This is an optimization exercise on Yosys and OpenROAD, whose aim is small area and a short achievable clock period, not a production implementation.
The RTL was checked by simulation tests, not by an equivalence proof against the original design.
Power and IR drop assume default switching activity.

## alu_regfile
module alu_regfile (
    input  logic        clk,
    input  logic        reset,
    input  logic [4:0]  readReg1,
    input  logic [4:0]  readReg2,
    input  logic [4:0]  writeReg,
    input  logic [31:0] writeData,
    input  logic        regWrite,
    output logic [31:0] readData1,
    output logic [31:0] readData2,
    input  logic [31:0] aluA,
    input  logic [31:0] aluB,
    input  logic [2:0]  aluOp,
    input  logic [4:0]  shamt,
    output logic [31:0] aluOut,
    output logic        zeroFlag
);
    logic [31:0] regs [1:31];
    logic [31:0] wdata;
    assign wdata = reset ? 32'd0 : writeData;
    always_ff @(posedge clk) begin
        if (reset) begin
            for (int i = 1; i < 32; i++)
                regs[i] <= wdata;
        end else if (regWrite && (writeReg != 5'd0)) begin
            regs[writeReg] <= wdata;
        end
    end
    logic [31:0][31:1] col;
    always_comb begin
        for (int b = 0; b < 32; b++)
            for (int i = 1; i < 32; i++)
                col[b][i] = regs[i][b];
    end
    rd_port u_rd1 (.addr(readReg1), .col(col), .data(readData1));
  ...
==> module alu_regfile, before the edit <==
module alu_regfile (
    input  logic        clk,
    input  logic        reset,
    input  logic [4:0]  readReg1,
    input  logic [4:0]  readReg2,
    input  logic [4:0]  writeReg,
    input  logic [31:0] writeData,
    input  logic        regWrite,
    output logic [31:0] readData1,
    output logic [31:0] readData2,
    input  logic [31:0] aluA,
    input  logic [31:0] aluB,
    input  logic [2:0]  aluOp,
    input  logic [4:0]  shamt,
    output logic [31:0] aluOut,
    output logic        zeroFlag
);
    logic [31:0] regs [1:31];
    logic [31:0] wdata;
    assign wdata = reset ? 32'd0 : writeData;
    always_ff @(posedge clk) begin
        if (reset) begin
            for (int i = 1; i < 32; i++)
                regs[i] <= wdata;
        end else if (regWrite && (writeReg != 5'd0)) begin
            regs[writeReg] <= wdata;
        end
    end
    logic [31:0][31:1] col;
    always_comb begin
        for (int b = 0; b < 32; b++)
            for (int i = 1; i < 32; i++)
                col[b][i] = regs[i][b];
    end
    rd_port u_rd1 (.addr(readReg1), .col(col), .data(readData1));
    rd_port u_rd2 (.addr(readReg2), .col(col), .data(readData2));
    alu u_alu (
        .a(aluA), .b(aluB), .op(aluOp), .sh(shamt),
        .y(aluOut), .zero(zeroFlag)
    );
endmodule
==> module rd_port, before the edit <==
module rd_port (
    input  logic [4:0]  addr,
    input  logic [31:0][31:1] col,
    output logic [31:0] data
);
    logic [31:1] sel;
    rd_dec u_dec (.addr(addr), .sel(sel));
    for (genvar b = 0; b < 32; b++) begin : g_bit
        rd_bit u_bit (.d(col[b]), .sel(sel), .q(data[b]));
    end
endmodule
==> module rd_dec, before the edit <==
module rd_dec (
    input  logic [4:0]  addr,
    output logic [31:1] sel
);
    always_comb
        for (int i = 1; i < 32; i++)
            sel[i] = (addr == 5'(i));
endmodule
==> module rd_bit, before the edit <==
module rd_bit (
    input  logic [31:1] d,
    input  logic [31:1] sel,
    output logic        q
);
    logic [15:0] n1;    
    logic [3:0]  p2;
    logic [1:0]  n3;
    for (genvar k = 0; k < 15; k++) begin : g_l1
        c_aoi22 u (.a1(d[2*k+1]), .a2(sel[2*k+1]), .b1(d[2*k+2]), .b2(sel[2*k+2]), .y(n1[k]));
    end
    c_nand2 u_l1x (.a(d[31]), .b(sel[31]), .y(n1[15]));
    for (genvar k = 0; k < 4; k++) begin : g_l2
        c_nand4 u (.a(n1[4*k]), .b(n1[4*k+1]), .c(n1[4*k+2]), .d(n1[4*k+3]), .y(p2[k]));
    end
    c_nor2  u_l3a (.a(p2[0]), .b(p2[1]), .y(n3[0]));
    c_nor2  u_l3b (.a(p2[2]), .b(p2[3]), .y(n3[1]));
    c_nand2 u_l4  (.a(n3[0]), .b(n3[1]), .y(q));
endmodule
clock: 7.5 ns
lec_check: 0
cap_margin: 20
core_margin: 2
core_utilization: 45
cts_cluster_diameter: 45
cts_cluster_size: 14
place_density: 0.7
setup_slack_margin: 2.5
slew_margin: 20
synth_hierarchical: 1
synth_minimum_keep_size: 0
tns_end_percent: 0
standard.sh (not shown) runs the stock make flow with config.mk's settings and CLKGATE_MAP_FILE= SYNTH_SCRIPT=/design/flow/synth_recipe.tcl, a recipe that flattens the netlist after the stock synthesis.
==> flow/flow/run.sh <==
#!/bin/bash
# Standard ORFS layout built from the standard synthesis, with two
# changes to how the layout is made:
#  - after synthesis every combinational cell is set to its smallest drive
#    strength (flow/downsize.py); the resizer then upsizes what timing needs;
#  - the resizer may swap cells across footprints, ports get plain buffers
#    and the clock tree uses clkbuf_8.
# Each tool's full output goes to a log of its own in this folder; ORFS also
# keeps each step's log under orfs/logs/.
set -o pipefail
ARGS=(MATCH_CELL_FOOTPRINT=0
      BUFFER_PORTS_ARGS="-buffer_cell sky130_fd_sc_hd__buf_2"
      CTS_BUF_LIST="sky130_fd_sc_hd__clkbuf_8")
RES=orfs/results/$FLOW_PLATFORM/alu_regfile/base
bash standard.sh "${ARGS[@]}" synth > synth.log 2>&1 || exit 1
python3 flow/downsize.py "$FLOW_HOME/platforms/sky130hd/lib/sky130_fd_sc_hd__tt_025C_1v80.lib" \
    "$RES/1_2_yosys.v" > downsize.log 2>&1 || exit 1
rm -f "$RES/1_synth.odb" "$RES/1_synth.sdc"
bash standard.sh "${ARGS[@]}" finish > flow.log 2>&1
Other scripts of this flow, unchanged in this note and not shown: flow/flow/downsize.py
Next try:
--- a/flow/design.v
+++ b/flow/design.v
@@ -14,24 +14,24 @@
     input  logic [4:0]  shamt,
     output logic [31:0] aluOut,
     output logic        zeroFlag
 );
-    logic [31:0] regs [1:31];
-    logic [31:0] wdata;
-    assign wdata = reset ? 32'd0 : writeData;
+    logic [31:0] regs_n [1:31];
+    logic [31:0] wdata_n;
+    assign wdata_n = reset ? 32'hFFFF_FFFF : ~writeData;
     always_ff @(posedge clk) begin
         if (reset) begin
             for (int i = 1; i < 32; i++)
-                regs[i] <= wdata;
+                regs_n[i] <= wdata_n;
         end else if (regWrite && (writeReg != 5'd0)) begin
-            regs[writeReg] <= wdata;
+            regs_n[writeReg] <= wdata_n;
         end
     end
     logic [31:0][31:1] col;
     always_comb begin
         for (int b = 0; b < 32; b++)
             for (int i = 1; i < 32; i++)
-                col[b][i] = regs[i][b];
+                col[b][i] = regs_n[i][b];
     end
     rd_port u_rd1 (.addr(readReg1), .col(col), .data(readData1));
     rd_port u_rd2 (.addr(readReg2), .col(col), .data(readData2));
     alu u_alu (
@@ -43,40 +43,38 @@
     input  logic [4:0]  addr,
     input  logic [31:0][31:1] col,
     output logic [31:0] data
 );
-    logic [31:1] sel;
+    logic [31:0] sel;
     rd_dec u_dec (.addr(addr), .sel(sel));
     for (genvar b = 0; b < 32; b++) begin : g_bit
-        rd_bit u_bit (.d(col[b]), .sel(sel), .q(data[b]));
+        rd_bit u_bit (.dn(col[b]), .sel(sel), .q(data[b]));
     end
 endmodule
 module rd_dec (
     input  logic [4:0]  addr,
-    output logic [31:1] sel
+    output logic [31:0] sel
 );
     always_comb
-        for (int i = 1; i < 32; i++)
+        for (int i = 0; i < 32; i++)
             sel[i] = (addr == 5'(i));
 endmodule
 module rd_bit (
-    input  logic [31:1] d,
-    input  logic [31:1] sel,
+    input  logic [31:1] dn,
+    input  logic [31:0] sel,
     output logic        q
 );
-    logic [15:0] n1;    
-    logic [3:0]  p2;
-    logic [1:0]  n3;
-    for (genvar k = 0; k < 15; k++) begin : g_l1
-        c_aoi22 u (.a1(d[2*k+1]), .a2(sel[2*k+1]), .b1(d[2*k+2]), .b2(sel[2*k+2]), .y(n1[k]));
-    end
-    c_nand2 u_l1x (.a(d[31]), .b(sel[31]), .y(n1[15]));
-    for (genvar k = 0; k < 4; k++) begin : g_l2
-        c_nand4 u (.a(n1[4*k]), .b(n1[4*k+1]), .c(n1[4*k+2]), .d(n1[4*k+3]), .y(p2[k]));
-    end
-    c_nor2  u_l3a (.a(p2[0]), .b(p2[1]), .y(n3[0]));
-    c_nor2  u_l3b (.a(p2[2]), .b(p2[3]), .y(n3[1]));
-    c_nand2 u_l4  (.a(n3[0]), .b(n3[1]), .y(q));
+    logic [10:0] n1;    
+    logic [2:0]  p2;
+    for (genvar k = 0; k < 10; k++) begin : g_l1
+        c_a222oi u (.a1(dn[3*k+1]), .a2(sel[3*k+1]), .b1(dn[3*k+2]), .b2(sel[3*k+2]),
+                    .c1(dn[3*k+3]), .c2(sel[3*k+3]), .y(n1[k]));
+    end
+    c_aoi21 u_l1x (.a1(dn[31]), .a2(sel[31]), .b1(sel[0]), .y(n1[10]));
+    c_nand4 u_l2a (.a(n1[0]), .b(n1[1]), .c(n1[2]), .d(n1[3]), .y(p2[0]));
+    c_nand4 u_l2b (.a(n1[4]), .b(n1[5]), .c(n1[6]), .d(n1[7]), .y(p2[1]));
+    c_nand3 u_l2c (.a(n1[8]), .b(n1[9]), .c(n1[10]), .y(p2[2]));
+    c_nor3  u_l3  (.a(p2[0]), .b(p2[1]), .c(p2[2]), .y(q));
 endmodule
 module alu (
     input  logic [31:0] a,
     input  logic [31:0] b,
@@ -264,13 +262,17 @@
 module c_nand2b (input logic an, b, output logic y);                 assign y = ~(~an & b);      endmodule
 module c_nor2b  (input logic a, bn, output logic y);                 assign y = ~(a | ~bn);      endmodule
 module c_xor2   (input logic a, b, output logic y);                  assign y = a ^ b;           endmodule
 module c_xnor2  (input logic a, b, output logic y);                  assign y = ~(a ^ b);        endmodule
+module c_or2    (input logic a, b, output logic y);                  assign y = a | b;           endmodule
 module c_nand3  (input logic a, b, c, output logic y);               assign y = ~(a & b & c);    endmodule
 module c_nor3   (input logic a, b, c, output logic y);               assign y = ~(a | b | c);    endmodule
 module c_nand4  (input logic a, b, c, d, output logic y);            assign y = ~(a & b & c & d); endmodule
 module c_nand5  (input logic a, b, c, d, e, output logic y);         assign y = ~(a & b & c & d & e); endmodule
 module c_aoi21  (input logic a1, a2, b1, output logic y);            assign y = ~((a1 & a2) | b1); endmodule
 module c_oai21  (input logic a1, a2, b1, output logic y);            assign y = ~((a1 | a2) & b1); endmodule
 module c_aoi22  (input logic a1, a2, b1, b2, output logic y);        assign y = ~((a1 & a2) | (b1 & b2)); endmodule
+module c_a222oi (input logic a1, a2, b1, b2, c1, c2, output logic y);
+    assign y = ~((a1 & a2) | (b1 & b2) | (c1 & c2));
+endmodule
 module c_a2bb2oi (input logic a1n, a2n, b1, b2, output logic y);   assign y = ~((~a1n & ~a2n) | (b1 & b2)); endmodule
 module c_mux2i  (input logic a0, a1, s, output logic y);             assign y = ~(s ? a1 : a0);  endmodule
Non-clock buffer count came out lower by 30.
Sequential share of layout area climbs by 2.1 points.
Wire length increases by 5.2%.
Total power drops by about 2%.
Setup slack improves by 0.058 ns.
Synthesized area decreases by about 3.2%.
Cell area goes down by about 4%.
Core utilization fell by 0.42 points.
Global-route usage goes up by 4.6 points.

what the ideal ports hide:
In the flow no input, the clock included, has a driving cell. The finished layouts below were timed again as built, in two steps.
Step 1 assumes that a clkbuf_16 drives the clock port and a buf_2 every other input.
Step 2 adds t to the input delays and takes it off the output delays; t is the mean of the earliest and latest rising clock arrival at the registers after step 1. Input paths then give back, and output paths get back, about the clock's delay inside the block.
a / b / c = ideal ports / drivers / drivers and shift; a / b = the first two.
run | t (ns) | setup slack, ns | worst hold slack (ns) | worst data-port slew with drivers (ns) | pins driven straight from the clock port
the first run | 0.825 | 1.968 / 1.936 / 1.936 | 1.245 / 1.198 / 2.023 | 0.27 | 1
the second run | 0.814 | 2.026 / 1.913 / 1.913 | 1.227 / 1.183 / 1.997 | 0.36 | 1
After both steps every run listed still meets setup and hold. The setup slack of the second run, which loses most, moves by -0.113 ns with the drivers and by -0.113 ns with both steps.
